What follows belongs to an exercise in optimizing a design on an open flow for small area, a short achievable clock period and few clock cycles per item; a production flow would make more cautious choices. Where RTL was checked, it was by simulation tests only, not by an equivalence proof against the original. No activity file was given, so power comes from the tool's default toggle rates.

Design signed_integer_to_radix_digits_core, start of the top module:
module signed_integer_to_radix_digits_core (
  input  wire logic        clk,
  input  wire logic        rst_n,
  input  wire logic        in_tvalid,
  output logic             in_tready,
  input  wire logic [31:0] in_tdata,      
  output logic             out_tvalid,
  input  wire logic        out_tready,
  output logic [7:0]       out_tdata,     
  output logic             out_tlast,
  input  wire logic        cfg_psel,
  input  wire logic        cfg_penable,
  input  wire logic        cfg_pwrite,
  input  wire logic [4:0]  cfg_paddr,
  input  wire logic [63:0] cfg_pwdata,
  output logic [63:0]      cfg_prdata,
  output logic             cfg_pready
);
Size in the first run: ~3,500 cells after synthesis, about 180 I/O pins, ~25,000 sq um of cells after synthesis.
export LEC_CHECK = 0
export ABC_AREA = 1
export CAP_MARGIN = 20
export CORE_MARGIN = 2
export CORE_UTILIZATION = 40
export SLEW_MARGIN = 20
create_clock -name core_clock -period 12.0 [get_ports {clk}]
standard.sh (not shown) runs the stock make flow with config.mk's settings and CLKGATE_MAP_FILE= SYNTH_SCRIPT=/design/flow/synth_recipe.tcl, a recipe that flattens the netlist after the stock synthesis.
==> flow/flow/run.sh <==
#!/bin/bash
set -euo pipefail
bash standard.sh SETUP_SLACK_MARGIN=7 finish > standard_flow.log 2>&1
Edit:
==> flow/flow/run.sh (replaced) <==
#!/bin/bash
set -euo pipefail
bash standard.sh SETUP_SLACK_MARGIN=9 finish > standard_flow.log 2>&1
The new run went through all stages and came out clean. Final cell count climbs by 5.3%. Wire length climbs by 20%. Via count climbs by 11%. Worst setup slack loses 78 ps. Cell area climbs by 20%. Critical path depth is unchanged. Core utilization climbs by 10 points. Die area does not change. Global-route usage climbs by 4.9 points.
No functional check of the RTL was part of any run of this note.

========
signed_integer_to_radix_digits_core, a different RTL version from the one above (not shown whole).
For scale: ~3100 cells after synthesis, ~380 flip-flops, roughly 180 I/O pins.
make LEC_CHECK=0 CAP_MARGIN=20 CORE_MARGIN=2 CORE_UTILIZATION=40 SLEW_MARGIN=20 finish   # period 12.0 ns
run.sh (not shown) runs the stock make flow with config.mk's settings and CLKGATE_MAP_FILE= SYNTH_SCRIPT=/design/flow/synth_recipe.tcl, a recipe that flattens the netlist after the stock synthesis.
Stock flow here: none of the scripts above is used.
The starting point produced a clean layout.
Change:
- SETUP_SLACK_MARGIN: default -> 5
Effect: The new run went through all stages and came out clean; via count fell by about 1.2%; final area stays flat; hold slack gets better by 0.016 ns; total power stays flat; first-iteration DRC count fell by 5.1%; global-route usage barely changes.
Function was not checked in any run of this note: the RTL went through the layout flow alone.

========
signed_integer_to_radix_digits_core, a different RTL version from the one above (not shown whole).
Size in the first run: about 3,600 cells after synthesis, about 360 flip-flops, about 0.026 mm^2 of cells after synthesis.
clock: 12.0 ns
lec_check: 0
abc_area: 1
cap_margin: 20
core_margin: 2
core_utilization: 40
slew_margin: 20
standard.sh (not shown) runs the stock make flow with config.mk's settings and CLKGATE_MAP_FILE= SYNTH_SCRIPT=/design/flow/synth_recipe.tcl, a recipe that flattens the netlist after the stock synthesis.
==> flow/flow/run.sh <==
#!/bin/bash
set -euo pipefail
bash standard.sh SETUP_SLACK_MARGIN=6.5 finish > standard_flow.log 2>&1
The baseline passed the timing, DRC and antenna checks.
Testbench counts at the start, summed over its fixed seeds: cycles 28,469, items 2,048.
Then changed:
==> flow/flow/run.sh (replaced) <==
#!/bin/bash
set -euo pipefail
bash standard.sh SETUP_SLACK_MARGIN=7 finish > standard_flow.log 2>&1
--- a/flow/config.mk
+++ b/flow/config.mk
@@ -8,0 +9 @@
+export ABC_CLOCK_PERIOD_IN_PS = 5000
Wire length increases by 3.8%.
Global-route usage increases by 0.63 points.
Design area increases by 5.1%.
Then changed:
--- a/flow/config.mk
+++ b/flow/config.mk
@@ -9 +8,0 @@
-export ABC_CLOCK_PERIOD_IN_PS = 5000
@@ -12,0 +12 @@
+export CTS_BUF_LIST = sky130_fd_sc_hd__clkbuf_8
After rerunning:
- The changed run ran to the end with no violations
- total power came out lower by 2.1%
- flip-flop and latch count stays the same
- sequential share of layout area came out higher by 0.25 points
- routed wire length came out lower by 0.31%
- cell count came out higher by 0.87%
- first-iteration DRC count came out lower by 3.5%
- utilization came out lower by 0.44 points
- area after synthesis stays the same
- count of clock-buffer cells in the layout came out higher by 17
Then changed:
--- a/flow/config.mk
+++ b/flow/config.mk
@@ -11,2 +11,2 @@
-export CORE_UTILIZATION = 40
-export CTS_BUF_LIST = sky130_fd_sc_hd__clkbuf_8
+export CORE_UTILIZATION = 60
+export PLACE_DENSITY = 0.75
What happened: Design area fell by about 1.4%; power rose by about 2.2%; worst hold slack loses 0.0087 ns; setup slack loses 0.57 ns; clock power barely changes; first-iteration DRC count rose by 56%; combinational power rose by about 6%; wire length rose by about 8%; critical path depth rose by 1.

========
RTL: one of the versions met above, not the one the previous note started from.
For scale: about 360 flip-flops.
==> flow/config.mk <==
export PLATFORM = sky130hd
export DESIGN_NAME = signed_integer_to_radix_digits_core
export DESIGN_NICKNAME = signed_integer_to_radix_digits_core
export VERILOG_FILES = /design/flow/design.v
export SDC_FILE = /design/flow/constraint.sdc
export NUM_CORES = 4
export LEC_CHECK = 0
export CAP_MARGIN = 20
export CORE_MARGIN = 2
export CORE_UTILIZATION = 40
export SLEW_MARGIN = 20
==> flow/constraint.sdc <==
create_clock -name core_clock -period 12.0 [get_ports {clk}]
set_input_delay 2.4000 -clock core_clock [delete_from_list [all_inputs] [get_ports {clk}]]
set_output_delay 2.4000 -clock core_clock [all_outputs]
set_load 0.01 [all_outputs]
run.sh (not shown) runs the stock make flow with config.mk's settings and CLKGATE_MAP_FILE= SYNTH_SCRIPT=/design/flow/synth_recipe.tcl, a recipe that flattens the netlist after the stock synthesis.
Stock flow here: none of the scripts above is used.
The first run went through all stages and came out clean.
Edit:
Settings changed: ABC_AREA set to 1.
Result: The changed run completed with no timing, DRC or antenna violations. Final cell count is higher by 26%. Routed wire length is higher by about 18%. Die area is higher by about 2.5%. Worst setup slack improved by 2.3 ns. Total power is higher by 20%. Final area is higher by about 2.6%. Via count is higher by 21%. Clock skew is higher by 0.012 ns. Area after synthesis is higher by about 2.5%. Non-clock buffer count is lower by 11. Count of clock-buffer cells in the layout is higher by 8.
No run of this note included a check of the RTL's function; only the layout flow was run.

port drivers added, routing unchanged:
How much do the figures lean on ideal ports? The routed layouts below were timed once more, with nothing changed but the port constraints.
Step 1 assumes that a clkbuf_16 drives the clock port and a buf_2 every other input.
Step 2 also shifts input and output timing later by t, the mid clock arrival at the registers, as if the neighbouring blocks saw the same clock.
Three values: ideal, step 1, step 2; two values: the first two.
run	shift t [ns]	setup WS [ns]	pins driven straight from the clock port
the first run of note 1	0.645	6.841 / 6.841 / 6.841	1
the second run of note 1	0.665	6.763 / 6.763 / 6.763	1
the first run of note 2	0.651	5.581 / 5.620 / 4.969	1
the second run of note 2	0.643	5.612 / 5.639 / 4.997	1
the first run of note 3	0.662	6.616 / 6.548 / 6.625	1
the second run of note 3	0.663	6.925 / 6.925 / 6.626	1
the third run of note 3	0.717	6.911 / 6.911 / 6.570	1
the fourth run of note 3	0.657	6.343 / 6.343 / 6.343	1
the first run of note 4	0.642	3.508 / 3.508 / 3.508	1
the second run of note 4	0.642	5.801 / 5.801 / 5.801	1
After both steps every run listed still meets setup and hold. For the second run of note 2, which loses most, drivers alone change the setup slack by +0.027 ns; drivers and shift together by -0.615 ns.
